What follows belongs to an exercise in optimizing a design on an open flow for small area, a short achievable clock period and few clock cycles per item; a production flow would make more cautious choices.
No functional check of the RTL was part of any run shown here.

`design.v`:
```
`default_nettype none
package queenPkg;
	localparam int BoardSize = 12;
	typedef logic [3:0] coordT;
	typedef logic [BoardSize-1:0] maskT;
	typedef logic [2*BoardSize-2:0] diagT;
	typedef enum logic [1:0] {
		sIdle,
		sLoad,
		sSearch,
		sOut
	} solverStateT;
endpackage
`default_nettype wire
`default_nettype none
module queenSolver (
	input  wire logic            clk,
	input  wire logic            rst_n,
	input  wire logic            inValid,
	input  wire queenPkg::coordT row,
	input  wire queenPkg::coordT col,
	output logic                 outValid,
	output queenPkg::coordT      out
);
	localparam int N = queenPkg::BoardSize;
	localparam bit Lookahead = 1'b1;
	queenPkg::solverStateT state;
	queenPkg::coordT q [N];
	queenPkg::maskT occ;
	queenPkg::maskT preset;
	queenPkg::maskT flag;
	queenPkg::coordT lb;
	queenPkg::coordT outCol;
	queenPkg::maskT qd [N];
	queenPkg::maskT rowAtk;
	queenPkg::diagT riseAtk;
	queenPkg::diagT fallAtk;
	always_comb begin
		for (int c = 0; c < N; c++) begin
			for (int r = 0; r < N; r++) begin
				qd[c][r] = occ[c] && (q[c] == queenPkg::coordT'(r));
			end
		end
		rowAtk = '0;
		riseAtk = '0;
		fallAtk = '0;
		for (int r = 0; r < N; r++) begin
			for (int c = 0; c < N; c++) begin
				rowAtk[r] = rowAtk[r] | qd[c][r];
				riseAtk[r + c] = riseAtk[r + c] | qd[c][r];
				fallAtk[r - c + N - 1] = fallAtk[r - c + N - 1] | qd[c][r];
			end
		end
	end
	queenPkg::maskT curOH;
	queenPkg::maskT nxtOH;
	logic fullOcc;
	logic lastCol;
	always_comb begin
		curOH = '0;
		nxtOH = '0;
		for (int c = N - 1; c >= 0; c--) begin
			if (!occ[c]) begin
				nxtOH = curOH;
				curOH = '0;
				curOH[c] = 1'b1;
			end
		end
	end
	assign fullOcc = &occ;
	assign lastCol = ~|nxtOH;
	function automatic queenPkg::maskT safeRows(input queenPkg::maskT sel,
		input queenPkg::maskT ra, input queenPkg::diagT rs, input queenPkg::diagT fa);
		queenPkg::maskT atk;
		atk = ra;
		for (int c = 0; c < N; c++) begin
			for (int r = 0; r < N; r++) begin
				atk[r] = atk[r] | (sel[c] & (rs[r + c] | fa[r - c + N - 1]));
			end
		end
		safeRows = ~atk;
	endfunction
	queenPkg::maskT freeCur;
	queenPkg::maskT freeNxt;
	queenPkg::maskT distOH;
	queenPkg::maskT laOk;
	queenPkg::maskT avail;
	queenPkg::maskT pick;
	queenPkg::coordT newRow;
	logic found;
	logic multi;
	assign freeCur = safeRows(curOH, rowAtk, riseAtk, fallAtk);
	assign freeNxt = safeRows(nxtOH, rowAtk, riseAtk, fallAtk);
	always_comb begin
		distOH = '0;
		for (int c = 0; c < N; c++) begin
			for (int d = 1; d < N - c; d++) begin
				distOH[d] = distOH[d] | (curOH[c] & nxtOH[c + d]);
			end
		end
	end
	always_comb begin
		for (int r = 0; r < N; r++) begin
			laOk[r] = lastCol | !Lookahead;
			for (int s = 0; s < N; s++) begin
				if (s != r) begin
					laOk[r] = laOk[r] | (freeNxt[s] & !distOH[(s > r) ? (s - r) : (r - s)]);
				end
			end
		end
	end
	always_comb begin
		for (int r = 0; r < N; r++) begin
			avail[r] = freeCur[r] & laOk[r] & (queenPkg::coordT'(r) >= lb);
		end
	end
	always_comb begin
		pick = '0;
		newRow = '0;
		for (int r = N - 1; r >= 0; r--) begin
			if (avail[r]) begin
				pick = '0;
				pick[r] = 1'b1;
				newRow = queenPkg::coordT'(r);
			end
		end
	end
	assign found = |avail;
	assign multi = |(avail & ~pick);
	queenPkg::maskT backOH;
	queenPkg::maskT belowBack;
	queenPkg::coordT backRow;
	always_comb begin
		backOH = '0;
		for (int c = 0; c < N; c++) begin
			if (flag[c]) begin
				backOH = '0;
				backOH[c] = 1'b1;
			end
		end
		belowBack = '0;
		for (int c = N - 2; c >= 0; c--) begin
			belowBack[c] = belowBack[c + 1] | backOH[c + 1];
		end
		backRow = '0;
		for (int c = 0; c < N; c++) begin
			backRow = backRow | (backOH[c] ? q[c] : '0);
		end
	end
	logic step;
	logic load;
	queenPkg::maskT colOH;
	assign load = inValid && (state == queenPkg::sIdle || state == queenPkg::sLoad);
	assign step = (state == queenPkg::sSearch) || (state == queenPkg::sLoad && !inValid);
	always_comb begin
		colOH = '0;
		for (int c = 0; c < N; c++) begin
			colOH[c] = (col == queenPkg::coordT'(c));
		end
	end
	always_ff @(posedge clk or negedge rst_n) begin
		if (!rst_n) begin
			state <= queenPkg::sIdle;
			outValid <= 1'b0;
			outCol <= '0;
		end else begin
			case (state)
				queenPkg::sIdle: begin
					if (inValid) state <= queenPkg::sLoad;
				end
				queenPkg::sLoad, queenPkg::sSearch: begin
					if (step) begin
						if (lastCol && (found || fullOcc)) begin
							state <= queenPkg::sOut;
							outValid <= 1'b1;
						end else begin
							state <= queenPkg::sSearch;
						end
					end
				end
				default: begin
					if (outCol == queenPkg::coordT'(N - 1)) begin
						state <= queenPkg::sIdle;
						outValid <= 1'b0;
						outCol <= '0;
					end else begin
						outCol <= outCol + queenPkg::coordT'(1);
					end
				end
			endcase
		end
	end
	always_ff @(posedge clk) begin
		if (state == queenPkg::sIdle) begin
			occ <= '0;
			preset <= '0;
			flag <= '0;
			lb <= '0;
		end
		if (load) begin
			occ <= ((state == queenPkg::sIdle) ? '0 : occ) | colOH;
			preset <= ((state == queenPkg::sIdle) ? '0 : preset) | colOH;
			for (int c = 0; c < N; c++) begin
				if (colOH[c]) q[c] <= row;
			end
		end
		if (step) begin
			if (found) begin
				occ <= occ | curOH;
				flag <= (flag & ~curOH) | (multi ? curOH : '0);
				lb <= '0;
				for (int c = 0; c < N; c++) begin
					if (curOH[c]) q[c] <= newRow;
				end
			end else begin
				occ <= occ & (preset | belowBack);
				flag <= flag & belowBack;
				lb <= backRow + queenPkg::coordT'(1);
			end
		end
	end
	always_comb begin
		out = '0;
		for (int c = 0; c < N; c++) begin
			if (outValid && outCol == queenPkg::coordT'(c)) out = q[c];
		end
	end
endmodule
`default_nettype wire
```
`run.sh`:
```
#!/bin/bash
# synth_recipe.tcl (not shown) runs the flow's synth.tcl, then flattens the netlist and writes it again
# the make line also repeats each setting of config.mk as NAME=value (left out here)
make -C /OpenROAD-flow-scripts/flow DESIGN_CONFIG=/design/flow/config.mk WORK_HOME=/design/flow/orfs CLKGATE_MAP_FILE= SYNTH_SCRIPT=/design/flow/synth_recipe.tcl finish
```
`config.mk`:
```
export PLATFORM = sky130hd
export DESIGN_NAME = queenSolver
export DESIGN_NICKNAME = queenSolver
export VERILOG_FILES = /design/flow/design.v
export SDC_FILE = /design/flow/constraint.sdc
export NUM_CORES = 4
export LEC_CHECK = 0
export CAP_MARGIN = 20
export CORE_MARGIN = 2
export CORE_UTILIZATION = 40
export SLEW_MARGIN = 20
```
`constraint.sdc`:
```
create_clock -name core_clock -period 9.0 [get_ports {clk}]
set_input_delay 1.8000 -clock core_clock [delete_from_list [all_inputs] [get_ports {clk}]]
set_output_delay 1.8000 -clock core_clock [all_outputs]
set_load 0.01 [all_outputs]
```
==> results of run 1 <==
[layout make-up]
| cell class | instances | area, µm² |
|---|---|---|
| fillers | 3450 | 18580 |
| multi-input cells | 1684 | 10070 |
| flip-flops and latches | 95 | 2097 |
| repair buffers | 73 | 585.6 |
| well taps | 442 | 553.0 |
| clock buffers | 13 | 250.2 |
| inverters | 27 | 101.3 |
| clock inverters | 3 | 45.04 |
| diodes | 3 | 7.507 |
[worst max-delay path: stages, from the launching register on]
cell	delay, ns
dfxtp_1	0.38
buf_4	0.27
nand3b_1	0.63
o22ai_1	0.24
nor4_2	0.79
nand3_1	0.23
a2111oi_0	0.93
nand4_1	0.20
nor3_2	0.91
a222oi_1	0.26
nand4_1	0.18
o21ai_0	0.15
nand2_1	0.34
o41ai_4	0.11
buf_4	0.23
nand4b_1	0.73
o22ai_1	0.46
[through the flow]
step / setup WS (ns) / util (%) / cell area (µm²) / cells
after floorplan: 4.803 / - / 13010 / 1957
after global placement: 1.944 / 41.45 / 13380 / 2320
after detailed placement: 2.385 / 41.47 / 13390 / 2320
after CTS: 2.344 / 42.38 / 13680 / 2336
after global routing: 1.774 / 42.46 / 13710 / 2338
final: 1.807 / 42.47 / 13710 / 2340
[sequential cells by signal (all words and copies together), names as in the netlist]
name	cells
lb	4
outValid	1
flag	12
q	48
preset	12
outCol	4
state	2
occ	12
[layout by cell type (no fill, tap or decap), drive strengths merged, types with 11 or more instances in the layout]
cell	n
nor2	247
o21ai	236
nand2	185
a21oi	139
nand3	89
o22ai	84
nor4	84
nor3	75
dfxtp	72
buf	58
a211oi	47
nand4	40
nand2b	39
a22oi	37
nor2b	33
mux2i	30
nand3b	28
inv	25
a21o	21
or3	18
a31oi	16
a221oi	16
edfxtp	16
clkdlybuf4s50	15
o211ai	15
or4	14
or3b	14
clkbuf	13
and3	12
o32ai	11
[logic make-up after synthesis]
| logic type | after synthesis |
|---|---|
| compound gates | 716 |
| buf+inv | 178 |
| mux | 34 |
| simple gates | 912 |
| flops | 95 |
| xor+xnor | 10 |
| fa+ha+maj | 12 |
[layer usage]
metal	global-route usage, %	share of wire [%]
met1	58.20	37
met2	65.40	39
met3	18.67	16
met4	26.50	7.5
met5	0.2963	0
[worst paths after layout]
kind                                   startpoint                    end  slack, ns  depth (start not counted)
worst max-delay path               occ[5]$_DFF_P_        q[0][0]$_DFF_P_       1.81                         16
worst min-delay path            preset[8]$_DFF_P_      preset[8]$_DFF_P_       0.45                          2
worst max register to register     occ[5]$_DFF_P_        q[0][0]$_DFF_P_       1.81                         16
worst min register to register  preset[8]$_DFF_P_      preset[8]$_DFF_P_       0.45                          2
max in group asynchronous                   rst_n   outValid$_DFFE_PN0P_       7.07                          1
min in group asynchronous                   rst_n  outCol[2]$_DFFE_PN0N_       1.70                          1
[synthesized netlist by cell type (14+ instances only)]
cell type,instances,share of area [%]
a211oi_1,47,2.7
a21o_1,19,1.1
a21oi_1,136,5.2
a221oi_1,16,1.1
a22oi_1,37,2.1
a31oi_1,16,0.77
buf_2,44,1.7
buf_4,14,0.81
buf_6,18,1.6
clkbuf_1,65,1.9
dfxtp_1,72,11
edfxtp_1,16,3.7
inv_1,24,0.69
mux2i_1,30,2.3
nand2_1,181,5.2
nand2b_1,38,1.8
nand3_1,89,3.4
nand3b_1,26,1.5
nand4_1,36,1.7
nor2_1,241,7.0
nor2b_1,33,1.6
nor3_1,67,2.6
nor4_1,80,3.8
o211ai_1,14,0.81
o21ai_0,223,8.6
o22ai_1,83,4.0
or3_1,18,0.87
or4_1,14,0.81
==> summary.md, run 1 <==
| Metric | Value |
|---|---|
| Layout cells sized above 1 | 8.496% |
| Ys async rst share | 7.368% |
| Crit-path max FO | 25 |
| H-Tree Depth | 3 |
| Main flop type after synthesis | dfxtp_1 |
| Max Cap Viol | 0 |
| CP endpoint kind | register |
| Syn_nets | 1,977 |
| Yosys cell types | 106 |
| Starting density of the core | 40.30% |
| Fmax | 139.0 MHz |
| Antenna-violating nets left | 0 |
| DRC viols | 0 |
| Total overflow reported by the global router | 0 |
| Post-layout minimum cycle time | 7.193 ns |
| Slew margin rel. | 11.00% |
| Clk slew on worst S/H paths | 0.07 ns |
| Required time of the critical path | 9.24 ns |
| Compound-Gate Fraction of Synth Area | 35.78% |
| Startpoint types | register |
| Die ar. | 0.03399 mm² |
| Total GRT Usage | 45.99% |
| Die X-Extent | approximately 180 µm |
| Post-DP HPWL | between 50,000 and 60,000 µm |
| Worst Tran Pin Value | between 1 and 1.5 ns |
| Post-Synth Adder-Cell Area | between 1 and 1.5% |
| Seq cells post-synth | 95 |
| Post-DR wirelength/cell | 34.08 µm |
| # hold bufs at CTS | 0 |
| Hold Violations, Final | 0 |
| Placer Congestion | 1.186 |
| Synth Instances | 1,957 |
| CTS max path bufs | 2 |
| CP arrival | 7.44 ns |
| Worst min path class | register to register |
| Initial antenna violation count | 1 |
| Area Overhead vs Synth | 5.395% |
| Post-Syn Area | about 0.013 mm² |
| Vias | 17,990 |
| Die height | 184.4 µm |
| Post-Synth XOR/XNOR Area | 0.6731% |
| Post-synthesis simple-gate area fraction | 36.42% |
| Setup bufs post-CTS | 0 |
| Crit Path Category | register to register |
| Clock tree from TritonCTS | built |
| Mean area per synthesized cell | 6.649 µm² |
| Final nets | roughly 1,900 |
| Placeable Area | between 0.03 and 0.04 mm² |
| Root Driver | clkbuf_16 |
| Skew-Pair Late Insertion Delay | 0.35 ns |
| CTS buffer count | 9 |
| CTS Sinks | 95 |
| DRT Pass-1 Iters | 11 |
| Final worst path period share | around 80% |
| Largest family of logic cells by synthesized area | simple AND/OR/NAND/NOR gates |
| RSZ-0062 raised after global routing | false |
| Via density per instance | 7.687 |
| Fin. max-slew vios | 0 |
| Final setup violation count | 0 |
| Initial DRC count | 3,334 |
| Post-Route WL | 79,740 µm |
| Pin count of the biggest net entering global routing | 36 |
| IO buf count | 15 |
| Run status | complete, no violations |
| Post-CTS resize count | 0 |
| Num ports | 16 |
| Number of global-route vias before repair | 16,440 |
| First-pass GRT wire length | roughly 110,000 µm |
| Register area share after synthesis | between 15 and 20% |
| Final Skew | 0.006163 ns |
| Yosys warns | 3 |
| Min Hold Slack | 0.4528 ns |
| Number of flops mapped to enable cells by yosys | 16 |
| Site Rows | 66 |
| Setup TNS Final | 0 ns |
| Post-synthesis mux area share | 2.654% |
==> run 2, diff against run 1 <==
--- a/design.v
+++ b/design.v
@@ -24,5 +24,5 @@
 );
 	localparam int N = queenPkg::BoardSize;
-	localparam bit Lookahead = 1'b1;
+	localparam bit Lookahead = 1'b0;
 	queenPkg::solverStateT state;
 	queenPkg::coordT q [N];
==> run 2 against run 1 <==
Net effect: global-route usage down 3.8 points; setup slack better by 1.9 ns; register-to-register slack better by 1.9 ns; hold slack better by 0.0093 ns; cell area down 20%; utilization up 0.97 points; clock skew up 0.0026 ns; critical path depth down 4; clock-buffer cell count down 3; synthesized cell count down 27%.
==> summary.md, run 2 <==
| Metric | Value |
|---|---|
| Run status | complete, no violations |
| Initial antenna violation count | 0 |
| Initial DRC count | approximately 2,200 |
| Yosys cell types | 88 |
| Worst min path class | register to register |
| Num ports | 16 |
| Ys async rst share | under 10% |
| Area Overhead vs Synth | 6.800% |
| CTS Sinks | 95 |
| CP endpoint kind | register |
| Placeable Area | 0.02511 mm² |
| Worst Tran Pin Value | 1.228 ns |
| Final nets | 1,397 |
| Placer Congestion | 1.079 |
| Post-DP HPWL | 43,420 µm |
| Number of flops mapped to enable cells by yosys | 16 |
| Skew-Pair Late Insertion Delay | 0.35 ns |
| Synth top area share | 14.11% |
| Cell area after layout | 0.01091 mm² |
| Top post-synthesis cells by area | dfxtp_1 14%, mux2i_1 9.6%, nor2_1 7.8%, a21oi_1 6.1%, edfxtp_1 4.7% |
| Biggest register | q |
| Number of diodes | 0 |
| First-pass GRT wire length | 82,080 µm |
| Post-DR wirelength/cell | 33.48 µm |
| Slew margin rel. | 17.45% |
| Required time of the critical path | 9.24 ns |
| Hold Violations, Final | 0 |
| Most frequent cells in the layout | 213 x nor2_1, 123 x a21oi_1, 114 x nand2_1, 98 x mux2i_1, 73 x o22ai_1 |
| Antenna-violating nets left | 0 |
| IO buf count | 15 |
| # hold bufs at CTS | 0 |
| Final setup violation count | 0 |
| Max Cap Viol | 0 |
| Seq cells post-synth | 95 |
| Die ar. | 0.02683 mm² |
| Final worst path period share | 58.66% |
| Main flop type after synthesis | dfxtp_1 |
| Site Rows | 58 |
| Pin count of the biggest net entering global routing | 36 |
| Largest area contributor in the synthesized netlist | dfxtp_1 |
| Clk slew on worst S/H paths | 0.07 ns |
| Number of flip-flops in the largest register | 48 |
| CTS buffer count | 9 |
| Post-CTS resize count | 0 |
| Crit Path Category | register to register |
| Root Driver | clkbuf_16 |
| Setup bufs post-CTS | 0 |
| Post-layout minimum cycle time | 5.279 ns |
| CP arrival | 5.52 ns |
| CTS max path bufs | 2 |
| Mean area per synthesized cell | 7.177 µm² |
| Most numerous cell in the Yosys netlist | nor2_1 |
| DRC viols | 0 |
| Crit-path max FO | 35 |
| Number of global-route vias before repair | 11,740 |
| Fin util | between 40% and 50% |
| Via density per instance | 7.365 |
| Synth Instances | ~1,400 |
| Vias | 12,600 |
| Startpoint types | register |
| Setup TNS Final | 0 ns |
| Yosys warns | 3 |
| Fin. max-slew vios | 0 |
| H-Tree Depth | 3 |
| Clock tree from TritonCTS | built |
| RSZ-0062 raised after global routing | false |
| DRT Pass-1 Iters | 9 |
| Layout cells sized above 1 | 9.558% |
| Final Skew | around 0.009 ns |
| Starting density of the core | 40.67% |
| Total overflow reported by the global router | 0 |
| Syn_nets | 1,444 |
| Register area share after synthesis | 20.53% |
| Post-Syn Area | 0.01021 mm² |
| Fmax | 189.4 MHz |
| Most instantiated cells after synthesis | 213 x nor2_1, 124 x a21oi_1, 114 x nand2_1 |
| Most common cell after layout, fill and taps aside | nor2_1 |
| Die X-Extent | 163.8 µm |
| Total GRT Usage | 42.20% |
| Post-Route WL | 57,290 µm |
| Placed cell area | 0.01059 mm² |
| Min Hold Slack | 0.4621 ns |
| Die height | 163.8 µm |
## run 2: final timing paths
| path | start | end | slack (ns) | cells past startpoint |
|---|---|---|---|---|
| worst max register to register | occ[1]$_DFF_P_ | occ[9]$_DFF_P_ | 3.72 | 12 |
| max in group asynchronous | rst_n | state[0]$_DFFE_PN0P_ | 6.91 | 1 |
| min in group asynchronous | rst_n | outCol[1]$_DFFE_PN0N_ | 1.77 | 1 |
| worst min-delay path | preset[4]$_DFF_P_ | preset[4]$_DFF_P_ | 0.46 | 1 |
| worst min register to register | preset[4]$_DFF_P_ | preset[4]$_DFF_P_ | 0.46 | 1 |
| worst max-delay path | occ[1]$_DFF_P_ | occ[9]$_DFF_P_ | 3.72 | 12 |
## run 2: cells by family (layout without fill, tap and decap cells)
kind of cell / count (synthesis) / in the layout / share of synthesized area, %
xor gates and xnor gates: 3 / 3 / 0.2573
buffers and inverters: 116 / 74 / 5.084
and+or+nand+nor: 682 / 682 / 37.53
DFF: 95 / 95 / 20.53
adders and majority gates: 15 / 15 / 1.715
muxes: 100 / 100 / 9.826
AOI/OAI and AO/OA: 412 / 412 / 25.06
## run 2: final cells by class
cell class,instances,area [µm²]
well taps,330,412.9
fillers,2708,14200
repair buffers,48,395.4
inverters,10,37.54
clock buffers,10,229.0
clock inverters,6,50.05
multi-input cells,1212,7685
flip-flops and latches,95,2097
## run 2: stage by stage
step,worst slack [ns],cells
finish,3.721,1711
floorplan,5.428,1423
CTS,4.054,1710
detailed placement,4.060,1694
global route,3.781,1711
global placement,4.080,1693
## run 2: layer usage
| metal | routed length (µm) | global-route usage [%] | vias up |
|---|---|---|---|
| met5 | 0 | 0 | - |
| met4 | 5297 | 30.66 | 0 |
| met3 | 6125 | 8.561 | 298 |
| met2 | 24580 | 64.99 | 1066 |
| met1 | 21290 | 52.28 | 5953 |
| li1 | - | - | 5285 |
## run 2: worst max-delay path, cell delays in order (launching register included)
cell     delay (ns)
dfxtp_1        0.73
and4_1         0.37
nand4_1        0.26
nor3_1         1.05
o21ai_0        0.41
nand4_1        0.32
or4_4          0.18
nor3_4         0.06
nor4_4         0.31
nand3_4        0.41
nor2_1         0.65
a21oi_1        0.16
a211o_1        0.24
==> run 3, diff against run 2 <==
--- a/config.mk
+++ b/config.mk
@@ -9,3 +9,4 @@
 export CORE_MARGIN = 2
 export CORE_UTILIZATION = 40
+export SETUP_SLACK_MARGIN = 5
 export SLEW_MARGIN = 20
==> run 3 against run 2 <==
Net effect: cell area grew 20%; critical endpoint is now q[5][2]$_DFF_P_; clock-buffer cell count is the same; setup slack improved by 1.2 ns.
==> summary.md, run 3 <==
| Metric | Value |
|---|---|
| CP bufs+invs | 1 |
| H-Tree Depth | 3 |
| Num ports | 16 |
| Final Skew | just over 0.01 ns |
| Placeable Area | 0.02511 mm² |
| Worst r2r path cells | 11 |
| Most common cell after layout, fill and taps aside | nor2_1 |
| Clock tree from TritonCTS | built |
| Synth top area share | between 10% and 20% |
| Initial antenna violation count | 3 |
| Register area share after synthesis | 20.53% |
| CTS buffer count | 9 |
| Seq cells post-synth | 95 |
| Main flop type after synthesis | dfxtp_1 |
| Final worst path period share | 45.82% |
| Ys async rst share | 7.368% |
| Worst min path class | register to register |
| Post-DR wirelength/cell | 32.67 µm |
| Layout cells sized above 1 | 30.64% |
| Fin. max-slew vios | 0 |
| CP top delay family | simple AND/OR/NAND/NOR gates |
| Post-synthesis simple-gate area fraction | between 30% and 40% |
| Number of flip-flops in the largest register | between 40 and 50 |
| Synth Instances | approximately 1,400 |
| Site Rows | 58 |
| Run status | complete, no violations |
| Number of global-route vias before repair | 12,340 |
| DRC viols | 0 |
| Post-DP HPWL | 43,420 µm |
| Fmax | around 240 MHz |
| Biggest register | q |
| Levels on crit path | 11 |
| Hold depth | 1 |
| Crit-path max FO | 12 |
| Antenna-violating nets left | 0 |
| Skew-Pair Late Insertion Delay | 0.35 ns |
| Post-Syn Area | 0.01021 mm² |
| DRT Pass-1 Iters | 19 |
| Worst Tran Pin Value | 1.069 ns |
| Clk slew on worst S/H paths | 0.07 ns |
| Pin count of the biggest net entering global routing | 32 |
| Total GRT Usage | between 40% and 50% |
| Die ar. | between 0.02 and 0.03 mm² |
| CTS Sinks | 95 |
| Crit-path cells | or3b_4, nor2_1, or4_4, o21ai_1, nand4_1, or4_4, nor3_4, nor4_4, buf_4, nand2b_1, mux2i_1 |
| Critical-path top delay cell | or4_4 |
| Max Cap Viol | 0 |
| Final setup violation count | 0 |
| Syn_nets | 1,444 |
| RSZ-0062 raised after global routing | true |
| CP endpoint kind | register |
| Top post-synthesis cells by area | dfxtp_1 14%, mux2i_1 9.6%, nor2_1 7.8%, a21oi_1 6.1%, edfxtp_1 4.7% |
| Most frequent cells in the layout | 195 x nor2_1, 148 x buf_4, 120 x a21oi_1, 107 x nand2_1, 98 x mux2i_1 |
| Mean area per synthesized cell | 7.177 µm² |
| Die height | 163.8 µm |
| Most instantiated cells after synthesis | 213 x nor2_1, 124 x a21oi_1, 114 x nand2_1 |
| Most numerous cell in the Yosys netlist | nor2_1 |
| Initial DRC count | 2,199 |
| Post-synthesis mux area share | 9.826% |
| CTS max path bufs | 2 |
| Startpoint types | register |
| Compound-Gate Fraction of Synth Area | 25.06% |
| Post-Synth Adder-Cell Area | 1.715% |
| Final nets | 1,537 |
| Largest family of logic cells by synthesized area | simple AND/OR/NAND/NOR gates |
| Most frequent CP cell | or4_4 |
| Number of flops mapped to enable cells by yosys | 16 |
| Post-Synth XOR/XNOR Area | less than 1% |
| First-pass GRT wire length | 85,260 µm |
| Die X-Extent | between 150 and 200 µm |
| Setup TNS Final | 0 ns |
| Area Overhead vs Synth | 28.53% |
| Yosys cell types | 88 |
| Placer Congestion | 1.079 |
| Root Driver | clkbuf_16 |
| Via density per instance | 7.277 |
| Starting density of the core | 40.67% |
| Yosys warns | 3 |
| Post-Route WL | 60,530 µm |
| Crit Path Category | register to register |
| Slew margin rel. | 28.71% |
| IO buf count | 15 |
| Hold Violations, Final | 0 |
| Largest stage delay, worst path | 0.61 ns |
| Largest area contributor in the synthesized netlist | dfxtp_1 |
| Required time of the critical path | 9.25 ns |
| Total overflow reported by the global router | 0 |
| # hold bufs at CTS | 0 |
| Post-layout minimum cycle time | 4.124 ns |
| Vias | 13,480 |
| CP arrival | 4.37 ns |
==> run 3: cell counts after synthesis <==
No cell type changed its count.
==> run 3: cells by family (layout without fill, tap and decap cells) <==
family	Yosys count	after routing
simple gates	682	684
fa+ha+maj	15	15
flops	95	95
mux	100	100
xor+xnor	3	3
buf+inv	116	212
compound gates	412	412
other cells	0	2
==> run 3: path summary, 6_finish.rpt <==
kind	start	slack (ns)	endpoint
min in group asynchronous	rst_n	1.77	state[1]$_DFFE_PN0P_
worst min-delay path	preset[4]$_DFF_P_	0.46	preset[4]$_DFF_P_
max in group asynchronous	rst_n	6.89	outCol[1]$_DFFE_PN0N_
worst max-delay path	q[9][3]$_DFF_P_	4.88	q[5][2]$_DFF_P_
worst min register to register	preset[4]$_DFF_P_	0.46	preset[4]$_DFF_P_
worst max register to register	q[9][3]$_DFF_P_	4.88	q[5][2]$_DFF_P_
==> run 3: layer usage <==
layer | global-route usage [%] | part of all wire (%) | wire [µm]
met5 | 0 | 0 | 0
met4 | 33.37 | 10 | 6115
met3 | 10.98 | 12 | 7117
met2 | 66.94 | 43 | 25860
met1 | 52.61 | 35 | 21440
==> run 3: worst reg2reg max path, cell delays in order (launching register included) <==
cell      delay, ns
dfxtp_1        0.54
or3b_4         0.31
nor2_1         0.13
or4_4          0.61
o21ai_1        0.28
nand4_1        0.27
or4_4          0.49
nor3_4         0.22
nor4_4         0.11
buf_4          0.16
nand2b_1       0.52
mux2i_1        0.38
==> run 3: layout make-up <==
type	instances	area, µm²
multi-input cells	1214	8584
inverters	10	40.04
fillers	2548	11980
repair buffers	186	1605
well taps	330	412.9
clock inverters	6	50.05
diodes	2	5.005
clock buffers	10	229.0
flip-flops and latches	95	2200
==> run 3: repair_timing <==
item | in CTS | in global routing
pin swaps | 33 | 57
setup buffers | 73 | 63
endpoints found under the setup margin | 82 | 81
resized for setup | 161 | 164
gates cloned | 1 | 4
==> run 3: per-stage QoR <==
step / area [µm²] / hold WS (ns) / setup slack, ns / cells / utilization, %
CTS: 12050 / 0.4620 / 5.000 / 1784 / 47.98
global placement: 10580 / 0.4388 / 4.080 / 1693 / 42.14
floorplan: 10210 / 0.4252 / 5.428 / 1423 / -
detailed placement: 10590 / 0.4418 / 4.060 / 1694 / 42.16
global route: 13120 / 0.4752 / 4.868 / 1851 / 52.26
finish: 13130 / 0.4614 / 4.876 / 1853 / 52.28
==> run 4, diff against run 3 <==
--- a/design.v
+++ b/design.v
@@ -24,5 +24,5 @@
 );
 	localparam int N = queenPkg::BoardSize;
-	localparam bit Lookahead = 1'b0;
+	localparam bit Lookahead = 1'b1;
 	queenPkg::solverStateT state;
 	queenPkg::coordT q [N];
@@ -70,18 +70,27 @@
 	assign fullOcc = &occ;
 	assign lastCol = ~|nxtOH;
-	function automatic queenPkg::maskT safeRows(input queenPkg::maskT sel,
-		input queenPkg::maskT ra, input queenPkg::diagT rs, input queenPkg::diagT fa);
-		queenPkg::maskT atk;
-		atk = ra;
-		for (int c = 0; c < N; c++) begin
-			for (int r = 0; r < N; r++) begin
-				atk[r] = atk[r] | (sel[c] & (rs[r + c] | fa[r - c + N - 1]));
-			end
-		end
-		safeRows = ~atk;
-	endfunction
+	queenPkg::coordT curIdx;
+	logic adjFree;
+	always_comb begin
+		curIdx = '0;
+		for (int c = 0; c < N; c++) begin
+			if (curOH[c]) curIdx = curIdx | queenPkg::coordT'(c);
+		end
+	end
+	assign adjFree = |(nxtOH & (curOH << 1));
+	logic [2*N-1:0] riseP;
+	logic [2*N-1:0] fallP;
+	logic [2*N-1:0] riseSh;
+	logic [2*N-1:0] fallSh;
+	logic [N:0] riseSel;
+	logic [N:0] fallSel;
+	assign riseP = {1'b0, riseAtk};
+	assign fallP = {fallAtk, 1'b0};
+	assign riseSh = riseP >> curIdx;
+	assign fallSh = fallP << curIdx;
+	assign riseSel = riseSh[N:0];
+	assign fallSel = fallSh[2*N-1:N-1];
 	queenPkg::maskT freeCur;
 	queenPkg::maskT freeNxt;
-	queenPkg::maskT distOH;
 	queenPkg::maskT laOk;
 	queenPkg::maskT avail;
@@ -90,20 +99,16 @@
 	logic found;
 	logic multi;
-	assign freeCur = safeRows(curOH, rowAtk, riseAtk, fallAtk);
-	assign freeNxt = safeRows(nxtOH, rowAtk, riseAtk, fallAtk);
-	always_comb begin
-		distOH = '0;
-		for (int c = 0; c < N; c++) begin
-			for (int d = 1; d < N - c; d++) begin
-				distOH[d] = distOH[d] | (curOH[c] & nxtOH[c + d]);
-			end
-		end
-	end
-	always_comb begin
-		for (int r = 0; r < N; r++) begin
-			laOk[r] = lastCol | !Lookahead;
+	always_comb begin
+		for (int r = 0; r < N; r++) begin
+			freeCur[r] = !(rowAtk[r] | riseSel[r] | fallSel[r + 1]);
+			freeNxt[r] = !(rowAtk[r] | riseSel[r + 1] | fallSel[r]);
+		end
+	end
+	always_comb begin
+		for (int r = 0; r < N; r++) begin
+			laOk[r] = !adjFree | !Lookahead;
 			for (int s = 0; s < N; s++) begin
-				if (s != r) begin
-					laOk[r] = laOk[r] | (freeNxt[s] & !distOH[(s > r) ? (s - r) : (r - s)]);
+				if (s > r + 1 || s + 1 < r) begin
+					laOk[r] = laOk[r] | freeNxt[s];
 				end
 			end
--- a/config.mk
+++ b/config.mk
@@ -9,4 +9,3 @@
 export CORE_MARGIN = 2
 export CORE_UTILIZATION = 40
-export SETUP_SLACK_MARGIN = 5
 export SLEW_MARGIN = 20
==> run 4 against run 3 <==
Net effect: still clean; register-to-register slack got worse by 2.6 ns; wire length increased by 4.8%; critical path type unchanged; critical endpoint is now flag[3]$_SDFFCE_PP0P_; largest cell class unchanged.
==> summary.md, run 4 <==
| Metric | Value |
|---|---|
| Run status | complete, no violations |
| Largest family of logic cells by synthesized area | simple AND/OR/NAND/NOR gates |
| Post-DP HPWL | 48,680 µm |
| Main flop type after synthesis | dfxtp_1 |
| Dpl cells | 1,932 |
| Register area share after synthesis | 18.49% |
| Synth top area share | 12.71% |
| Number of diodes | 0 |
| Setup bufs post-CTS | 0 |
| Pin count of the biggest net entering global routing | 49 |
| Reg2reg setup slack | approximately 2.2 ns |
| Hold endpoint | preset[0]$_DFF_P_ |
| Number of flops mapped to enable cells by yosys | 16 |
| Seq cells post-synth | 95 |
| Post-Synth XOR/XNOR Area | 0.3862% |
| RSZ-0062 raised after global routing | false |
| DRT Pass-1 Iters | 12 |
| Placer Congestion | 1.077 |
| Post-synthesis simple-gate area fraction | 34.65% |
| Starting density of the core | between 40% and 50% |
| Post-layout minimum cycle time | 6.769 ns |
| Final setup violation count | 0 |
| Total GRT Usage | 42.27% |
| Layout cells sized above 1 | between 7 and 8% |
| Ys async rst share | 7.368% |
| Top post-synthesis cells by area | dfxtp_1 13%, mux2i_1 8.8%, nor2_1 6.8%, nand2_1 5.2%, o22ai_1 4.9% |
| Fmax | around 150 MHz |
| Initial antenna violation count | 0 |
| Site Rows | slightly above 60 |
| Via density per instance | 7.506 |
| Post-DR wirelength/cell | 32.54 µm |
| Vias | 14,630 |
| Final nets | 1,587 |
| Fin. max-slew vios | 0 |
| Crit Path Category | register to register |
| Min Hold Slack | approximately 0.46 ns |
| Largest area contributor in the synthesized netlist | dfxtp_1 |
| Most instantiated cells after synthesis | 206 x nor2_1, 157 x nand2_1, 108 x a21oi_1 |
| Most common cell after layout, fill and taps aside | nor2_1 |
| CTS max path bufs | 2 |
| Placeable Area | 0.02786 mm² |
| Post-synthesis mux area share | 10.42% |
| Post-Layout Cell Count | 1,949 |
| Total overflow reported by the global router | 0 |
| Hold Startpoint | preset[0]$_DFF_P_ |
| # hold bufs at CTS | 0 |
| Root Driver | clkbuf_16 |
| Die X-Extent | 172.4 µm |
| Startpoint types | register |
| Area Overhead vs Synth | 5.705% |
| Slew margin rel. | 16.44% |
| Yosys warns | 3 |
| Post-Synth Adder-Cell Area | 1.368% |
| First-pass GRT wire length | slightly above 90,000 µm |
| Die ar. | between 0.02 and 0.03 mm² |
| Worst min path class | register to register |
| Synth Instances | 1,634 |
| Num ports | 16 |
| Post-CTS resize count | 0 |
| Number of global-route vias before repair | roughly 13,000 |
| Yosys cell types | between 90 and 100 |
| IO buf count | 15 |
| DRC viols | 0 |
| Most frequent cells in the layout | 205 x nor2_1, 157 x nand2_1, 107 x a21oi_1, 100 x mux2i_1, 88 x o22ai_1 |
| Clk slew on worst S/H paths | approximately 0.08 ns |
| CP arrival | 6.84 ns |
| Clock tree from TritonCTS | built |
| Biggest register | q |
| Mean area per synthesized cell | ~6.9 µm² |
| Cell area after layout | 0.01199 mm² |
| Worst r2r path cells | 17 |
| Die height | between 150 and 200 µm |
| Critical R2R Launch | occ[0]$_DFF_P_ |
| Reg-to-Reg End | flag[3]$_SDFFCE_PP0P_ |
| Skew-Pair Late Insertion Delay | around 0.36 ns |
| Crit-path max FO | 25 |
| H-Tree Depth | 3 |
| Most numerous cell in the Yosys netlist | nor2_1 |
| Antenna-violating nets left | 0 |
| Number of flip-flops in the largest register | 48 |
| Post-Syn Area | 0.01134 mm² |
| Setup TNS Final | 0 ns |
| CP endpoint kind | register |
| Placed cell area | 0.01167 mm² |
| Initial DRC count | about 2,900 |
| Compound-Gate Fraction of Synth Area | 28.99% |
| Worst Tran Pin Value | 1.242 ns |
| Hold Violations, Final | 0 |
| Syn_nets | roughly 1,700 |
| Hold depth | 1 |
| Max Cap Viol | 0 |
| Final worst path period share | 75.21% |
| Required time of the critical path | between 9 and 10 ns |
| Final Skew | 0.008102 ns |
| CTS Sinks | 95 |
| CTS buffer count | 9 |
| Post-Route WL | 63,420 µm |
-- run 4: changes by cell type in the layout (fill, tap and decap cells not counted), moves of 20 or more --
cell / change
nor3_1: +22
nand2_1: +50
nand3_1: +54
dfxtp_2: -33
nand2b_2: -20
nand2b_1: +33
nor4_4: -23
buf_4: -120
dfxtp_1: +49
o22ai_1: +20
nor4_1: +40
-- run 4: critical path, cell delays in order, from the launching register on --
cell and delay (ns):
dfxtp_1 0.78, nand3b_1 0.56, nor3_1 0.94, nor4_1 0.30, nand3_1 0.21, a21oi_1 0.09
a221oi_1 0.43, o21ai_1 0.25, a22oi_2 0.33, nand2_1 0.16, o41a_1 0.51, nor3_2 0.31
nor4b_4 0.51, buf_4 0.41, nor2_1 0.09, buf_4 0.22, nand2_1 0.22, o32ai_1 0.13
-- run 4: layout make-up --
| type | instances | area (µm²) |
|---|---|---|
| Clock inverter | 7 | 62.56 |
| Clock buffer | 9 | 225.2 |
| Tap cell | 378 | 473.0 |
| Multi-Input combinational cell | 1390 | 8666 |
| Fill cell | 2980 | 15870 |
| Inverter | 26 | 97.59 |
| Sequential cell | 95 | 2097 |
| Timing Repair Buffer | 44 | 365.4 |
-- run 4: cells by family after synthesis --
| group | after synthesis |
|---|---|
| DFF | 95 |
| AOI/OAI and AO/OA | 486 |
| adders and majority gates | 13 |
| xor gates and xnor gates | 5 |
| buffers and inverters | 149 |
| muxes | 111 |
| and+or+nand+nor | 775 |
-- run 4: per-layer routing --
metal  GRT usage, %  vias to the layer above  share of wire [%]
li1               -                     6119                  -
met5              0                        -                  0
met4          16.15                        0                5.1
met3          15.66                      275                 16
met1          56.35                     6897                 39
met2          61.69                     1339                 40
-- run 4: worst max-delay path by stage --
stage | startpoint | endpoint | cells after the start
CTS | occ[3]$_DFF_P_ | flag[3]$_SDFFCE_PP0P_ | 18
detailed placement | occ[3]$_DFF_P_ | flag[3]$_SDFFCE_PP0P_ | 18
floorplan | occ[5]$_DFF_P_ | flag[10]$_SDFFCE_PP0P_ | 16
finish | occ[0]$_DFF_P_ | flag[3]$_SDFFCE_PP0P_ | 17
global route | occ[3]$_DFF_P_ | flag[3]$_SDFFCE_PP0P_ | 18
global placement | occ[1]$_DFF_P_ | flag[3]$_SDFFCE_PP0P_ | 18
-- run 4: metrics by stage --
stage,util (%),setup WS [ns]
6_report,43.03,2.231
5_1_grt,43.03,1.810
4_1_cts,42.94,2.458
3_5_place_dp,41.91,2.464
3_3_place_gp,41.85,2.628
2_1_floorplan,-,4.669

## static timing again, ports no longer ideal
How much do the figures lean on ideal ports? The routed layouts below were timed once more, with nothing changed but the port constraints.
Step 1 (the two cells are an assumption about what drives the block):
set clk [get_ports {clk}]
set_driving_cell -lib_cell sky130_fd_sc_hd__clkbuf_16 $clk
set_driving_cell -lib_cell sky130_fd_sc_hd__buf_2 [delete_from_list [all_inputs] $clk]
Step 2 moves the port delays by t, midway between the first and last clock arrival at a register: inputs arrive t later, outputs are due t later. That takes back most of the time a late clock gives input paths.
Three values: ideal, step 1, step 2; two values: the first two.
run	t (ns)	slack for setup (ns)	worst slew at a driven data input, ns	cell pins on the clock port's net
run 1	0.407	1.807 / 1.807 / 1.807	0.04	1
run 2	0.396	3.721 / 3.721 / 3.721	0.03	1
run 3	0.394	4.876 / 4.876 / 4.710	0.03	1
run 4	0.407	2.231 / 2.231 / 2.231	0.06	1
After both steps setup and hold are still met in every run listed. For run 3, which loses most, drivers alone change the setup slack by 0.000 ns; drivers and shift together by -0.166 ns.
